From an optimization exercise on the open Yosys and OpenROAD flow, aimed at a short achievable clock period and few clock cycles; shortcuts taken in it are not production practice. No activity file was given, so power comes from the tool's default toggle rates.

==> umber <==
==> flow/design.v <==
`timescale 1ns/1ps
module dcache_top (
        input  logic        CLK,
        input  logic        nRST,
        input  logic        cpu_read,
        input  logic        cpu_write,
        input  logic [31:0] cpu_addr,
        input  logic [31:0] cpu_wdata,
        input  logic        halt,
        output logic        dhit,
        output logic        flushed,
        output logic [31:0] dmemload,
        output logic        mem_read,
        output logic        mem_write,
        output logic [31:0] mem_addr,
        output logic [31:0] mem_wdata,
        input  logic        dwait,
        input  logic [31:0] dload
);
        logic [25:0] tag_q [16];
        logic [31:0] d0_q [16];
        logic [31:0] d1_q [16];
        logic [15:0] valid_q, dirty_q;
        logic [7:0]  lru_q;             
        localparam logic [1:0] C_IDLE = 2'd0;
        localparam logic [1:0] C_LOAD = 2'd1;   
        localparam logic [1:0] C_FLUSH = 2'd2;
        localparam logic [1:0] C_DONE = 2'd3;
        logic [1:0]  cst_q;
        logic        dhit_q;
        logic [31:0] dmemload_q;
        logic        flushed_q;
        logic        cm_hit_q, cm_miss_q, cm_store_q, cm_wd_q;
        logic [3:0]  cm_k_q;
        logic [31:0] cm_wdata_q;
        logic        mem_read_q, mem_write_q;
        logic [31:0] mem_addr_q, mem_wdata_q;
        logic        e_w1_q;            
        logic [3:0]  e_k_q;             
        logic [25:0] e_tag_q;           
        logic [25:0] e_otag_q;          
        logic        e_wd_q, e_store_q;
        logic [31:0] e_wdata_q;
        assign dhit = dhit_q;
        assign dmemload = dmemload_q;
        assign flushed = flushed_q;
        assign mem_read = mem_read_q;
        assign mem_write = mem_write_q;
        assign mem_addr = mem_addr_q;
        assign mem_wdata = mem_wdata_q;
        logic [2:0]  idx;
        logic [25:0] tg;
        logic        wd;
        logic [15:0] match;
        logic        hw0, hw1, hit_any;
        logic        e_busy, e_accept, e_finish, e_free, conflict, fresh, req;
        logic        miss_go, hit_go;
        logic [3:0]  vk;
        logic        vdirty;
        logic [31:0] rd0, rd1;
        assign idx = cpu_addr[5:3];
        assign tg = cpu_addr[31:6];
        assign wd = cpu_addr[2];
        always_comb begin
                for (int k = 0; k < 16; k++) begin
                        match[k] = valid_q[k] && (tag_q[k] == tg);
                end
        end
        always_comb begin
                hw0 = 1'b0;
                hw1 = 1'b0;
                for (int s = 0; s < 8; s++) begin
                        if (idx == 3'(s)) begin
                                hw0 = match[2*s];
                                hw1 = match[2*s+1];
                        end
                end
        end
        assign hit_any = hw0 | hw1;
        assign e_busy = mem_read_q | mem_write_q;
        assign e_accept = e_busy & ~dwait;
        assign e_finish = mem_read_q & e_w1_q & ~dwait;
        assign e_free = ~e_busy | e_finish;
        assign conflict = e_busy && (cpu_addr[31:3] == {e_tag_q, e_k_q[3:1]});
        assign fresh = (cst_q == C_IDLE) && !dhit_q;
        assign req = (cpu_read || cpu_write) && fresh;
        assign hit_go = req && hit_any && !conflict;
        assign miss_go = req && !hit_any && !conflict && e_free;
        assign vk = {idx, lru_q[idx]};
        assign vdirty = valid_q[vk] && dirty_q[vk];
        assign rd0 = wd ? d1_q[{idx, 1'b0}] : d0_q[{idx, 1'b0}];
        assign rd1 = wd ? d1_q[{idx, 1'b1}] : d0_q[{idx, 1'b1}];
        logic        fl_any;
        logic [3:0]  fl_k;
        always_comb begin
                fl_any = 1'b0;
                fl_k = '0;
                for (int k = 15; k >= 0; k--) begin
                        if (dirty_q[k]) begin
                                fl_any = 1'b1;
                                fl_k = 4'(k);
                        end
                end
        end
        logic fl_go, flushing, wb_done, fl_next, fl_end;
        assign fl_go = (cst_q == C_IDLE) && !dhit_q && halt && !e_busy;
        assign flushing = (cst_q == C_FLUSH);
        assign wb_done = mem_write_q && e_w1_q && !dwait;
        assign fl_next = flushing && wb_done && fl_any;
        assign fl_end = (fl_go || (flushing && wb_done)) && !fl_any;
        logic        n_read, n_write, n_w1;
        logic [31:0] n_addr, n_wdata;
        always_comb begin
                n_read = mem_read_q;
                n_write = mem_write_q;
                n_w1 = e_w1_q;
                if (e_accept) begin
                        if (mem_write_q && !e_w1_q) begin
                                n_w1 = 1'b1;
                        end else if (mem_write_q) begin
                                n_w1 = 1'b0;
                                if (flushing) begin
                                        n_write = fl_any;
                                end else begin
                                        n_write = 1'b0;
                                        n_read = 1'b1;
                                end
                        end else if (!e_w1_q) begin
                                n_w1 = 1'b1;
                        end else begin
                                n_read = 1'b0;
                                n_w1 = 1'b0;
                        end
                end
                if (miss_go) begin
                        n_read = !vdirty;
                        n_write = vdirty;
                        n_w1 = 1'b0;
                end
                if (fl_go) begin
                        n_write = fl_any;
                        n_w1 = 1'b0;
                end
        end
        always_comb begin
                if (!e_busy || e_finish) begin
                        if (halt) begin
                                n_addr = {tag_q[fl_k], fl_k[3:1], 3'b000};
                                n_wdata = d0_q[fl_k];
                        end else begin
                                n_addr = {(vdirty ? tag_q[vk] : tg), idx, 3'b000};
                                n_wdata = d0_q[vk];
                        end
                end else if (mem_write_q && e_w1_q && !dwait) begin
                        if (flushing) begin
                                n_addr = {tag_q[fl_k], fl_k[3:1], 3'b000};
                                n_wdata = d0_q[fl_k];
                        end else begin
                                n_addr = {e_tag_q, e_k_q[3:1], 3'b000};
                                n_wdata = d0_q[e_k_q];
                        end
                end else begin
                        n_addr = {(mem_write_q ? e_otag_q : e_tag_q), e_k_q[3:1], n_w1, 2'b00};
                        n_wdata = n_w1 ? d1_q[e_k_q] : d0_q[e_k_q];
                end
        end
        always_ff @(posedge CLK or negedge nRST) begin
                if (!nRST) begin
                        cst_q <= C_IDLE;
                        dhit_q <= 1'b0;
                        flushed_q <= 1'b0;
                        cm_hit_q <= 1'b0;
                        cm_miss_q <= 1'b0;
                        mem_read_q <= 1'b0;
                        mem_write_q <= 1'b0;
                        valid_q <= '0;
                        dirty_q <= '0;
                        lru_q <= '0;
                end else begin
                        mem_read_q <= n_read;
                        mem_write_q <= n_write;
                        cm_hit_q <= hit_go;
                        cm_miss_q <= miss_go;
                        dhit_q <= hit_go || (miss_go && cpu_write) ||
                                  ((cst_q == C_LOAD) && mem_read_q && !dwait && (e_w1_q == e_wd_q));
                        if (cm_hit_q) begin
                                lru_q[cm_k_q[3:1]] <= ~cm_k_q[0];
                                if (cm_store_q) dirty_q[cm_k_q] <= 1'b1;
                        end
                        if (cm_miss_q) begin
                                lru_q[e_k_q[3:1]] <= ~e_k_q[0];
                                valid_q[e_k_q] <= 1'b1;
                                dirty_q[e_k_q] <= e_store_q;
                        end
                        if ((cst_q == C_LOAD) && mem_read_q && !dwait && (e_w1_q == e_wd_q)) begin
                                cst_q <= C_IDLE;
                        end
                        if (miss_go && !cpu_write) begin
                                cst_q <= C_LOAD;
                        end
                        if (fl_go || fl_next) begin
                                dirty_q[fl_k] <= 1'b0;
                                valid_q[fl_k] <= 1'b0;
                        end
                        if (fl_go && fl_any) begin
                                cst_q <= C_FLUSH;
                        end
                        if (fl_end) begin
                                cst_q <= C_DONE;
                                flushed_q <= 1'b1;
                        end
                end
        end
        always_ff @(posedge CLK) begin
                mem_addr_q <= n_addr;
                mem_wdata_q <= n_wdata;
                e_w1_q <= n_w1;
                dmemload_q <= (cst_q == C_LOAD) ? dload : (hw1 ? rd1 : rd0);
                cm_k_q <= {idx, hw1};
                cm_store_q <= cpu_write;
                cm_wd_q <= wd;
                cm_wdata_q <= cpu_wdata;
                if (cm_hit_q && cm_store_q) begin
                        if (cm_wd_q) d1_q[cm_k_q] <= cm_wdata_q;
                        else d0_q[cm_k_q] <= cm_wdata_q;
                end
                if (cm_miss_q) begin
                        tag_q[e_k_q] <= e_tag_q;
                end
                if (mem_read_q && !dwait) begin
                        if (!e_w1_q) d0_q[e_k_q] <= (e_store_q && !e_wd_q) ? e_wdata_q : dload;
                        else d1_q[e_k_q] <= (e_store_q && e_wd_q) ? e_wdata_q : dload;
                end
                if (fresh && e_free) begin
                        e_k_q <= vk;
                        e_tag_q <= tg;
                        e_otag_q <= tag_q[vk];
                        e_wd_q <= wd;
                        e_store_q <= cpu_write;
                        e_wdata_q <= cpu_wdata;
                end
                if (fl_go || fl_next) begin
                        e_k_q <= fl_k;
                        e_otag_q <= tag_q[fl_k];
                end
        end
endmodule
==> flow/run.sh <==
#!/bin/bash
# synth_recipe.tcl (not shown) runs the flow's synth.tcl, then flattens the netlist and writes it again
# the make line also repeats each setting of config.mk as NAME=value (left out here)
make -C /OpenROAD-flow-scripts/flow DESIGN_CONFIG=/design/flow/config.mk WORK_HOME=/design/flow/orfs CLKGATE_MAP_FILE= SYNTH_SCRIPT=/design/flow/synth_recipe.tcl finish
==> flow/config.mk <==
export PLATFORM = sky130hd
export DESIGN_NAME = dcache_top
export DESIGN_NICKNAME = dcache_top
export VERILOG_FILES = /design/flow/design.v
export SDC_FILE = /design/flow/constraint.sdc
export NUM_CORES = 4
export LEC_CHECK = 0
export ABC_CLOCK_PERIOD_IN_PS = 2500
export CAP_MARGIN = 20
export CORE_MARGIN = 2
export CORE_UTILIZATION = 40
export SETUP_SLACK_MARGIN = 5
export SLEW_MARGIN = 20
==> flow/constraint.sdc <==
create_clock -name core_clock -period 8.0 [get_ports {CLK}]
set_input_delay 1.6000 -clock core_clock [delete_from_list [all_inputs] [get_ports {CLK}]]
set_output_delay 1.6000 -clock core_clock [all_outputs]
set_load 0.01 [all_outputs]
==> tundra (differences from umber) <==
--- a/flow/design.v
+++ b/flow/design.v
@@ -56,3 +56,3 @@
         logic        e_busy, e_accept, e_finish, e_free, conflict, fresh, req;
-        logic        miss_go, hit_go;
+        logic        miss_go, hit_go, avail0, fwd_ok, fwd_sel;
         logic [3:0]  vk;
@@ -86,3 +86,7 @@
         assign req = (cpu_read || cpu_write) && fresh;
-        assign hit_go = req && hit_any && !conflict;
+        assign avail0 = conflict && mem_read_q && e_w1_q && !wd;
+        assign fwd_ok = conflict && mem_read_q && !dwait && (e_w1_q == wd) &&
+                        !(e_store_q && (e_wd_q == wd));
+        assign fwd_sel = conflict && (e_w1_q == wd);
+        assign hit_go = req && ((hit_any && !conflict) || avail0 || fwd_ok);
         assign miss_go = req && !hit_any && !conflict && e_free;
@@ -144,2 +148,4 @@
         end
+        logic b_w1;
+        assign b_w1 = e_w1_q | ~dwait;
         always_comb begin
@@ -162,4 +168,4 @@
                 end else begin
-                        n_addr = {(mem_write_q ? e_otag_q : e_tag_q), e_k_q[3:1], n_w1, 2'b00};
-                        n_wdata = n_w1 ? d1_q[e_k_q] : d0_q[e_k_q];
+                        n_addr = {(mem_write_q ? e_otag_q : e_tag_q), e_k_q[3:1], b_w1, 2'b00};
+                        n_wdata = b_w1 ? d1_q[e_k_q] : d0_q[e_k_q];
                 end
@@ -217,3 +223,3 @@
                 e_w1_q <= n_w1;
-                dmemload_q <= (cst_q == C_LOAD) ? dload : (hw1 ? rd1 : rd0);
+                dmemload_q <= ((cst_q == C_LOAD) || fwd_sel) ? dload : (hw1 ? rd1 : rd0);
                 cm_k_q <= {idx, hw1};
--- a/flow/config.mk
+++ b/flow/config.mk
@@ -7,3 +7,3 @@
 export LEC_CHECK = 0
-export ABC_CLOCK_PERIOD_IN_PS = 2500
+export ABC_CLOCK_PERIOD_IN_PS = 100
 export CAP_MARGIN = 20
==> summary.txt <==
Worst hold slack: umber is worse than tundra (0.021 ns).
First-iteration DRC count: umber is lower than tundra (17%).
In flip-flop and latch count, umber and tundra do not differ.
In tundra the critical path depth is higher than in umber, by 1.
Against umber, the synthesized cell count of tundra is higher by about 6%.
In umber the power is smaller than in tundra, by 6.0%.
Of tundra and umber, tundra has the higher wire length (gap 12%, measured against umber).
Against tundra, the via count of umber is smaller by about 8%.
Between tundra and umber, the lower non-clock buffer count is in umber (gap 166).
Against umber, the global-route usage of tundra is higher by 3.2 points.
No functional check of the RTL was part of any run of this note.

==> static timing again, ports no longer ideal <==
How much do the figures lean on ideal ports? The routed layouts below were timed once more, with nothing changed but the port constraints.
Step 1 sets driving cells, clkbuf_16 on the clock port and buf_2 on the other inputs (assumed; they add their load-dependent delay and slew).
Step 2, shift: input delay + t, output delay - t, t = (earliest + latest rising clock arrival at the registers) / 2. This alone moves slack from input paths to output paths.
a / b / c = ideal / step 1 / step 2; a / b = the first two.
run | t, ns | setup WS [ns] | worst setup path after step 2
umber | 0.974 | 3.896 / 3.872 / 2.898 | input to register
tundra | 0.992 | 4.339 / 4.164 / 3.172 | input to register
After both steps setup and hold are still met in every run listed. For tundra, which loses most, drivers alone change the setup slack by -0.175 ns; drivers and shift together by -1.167 ns.
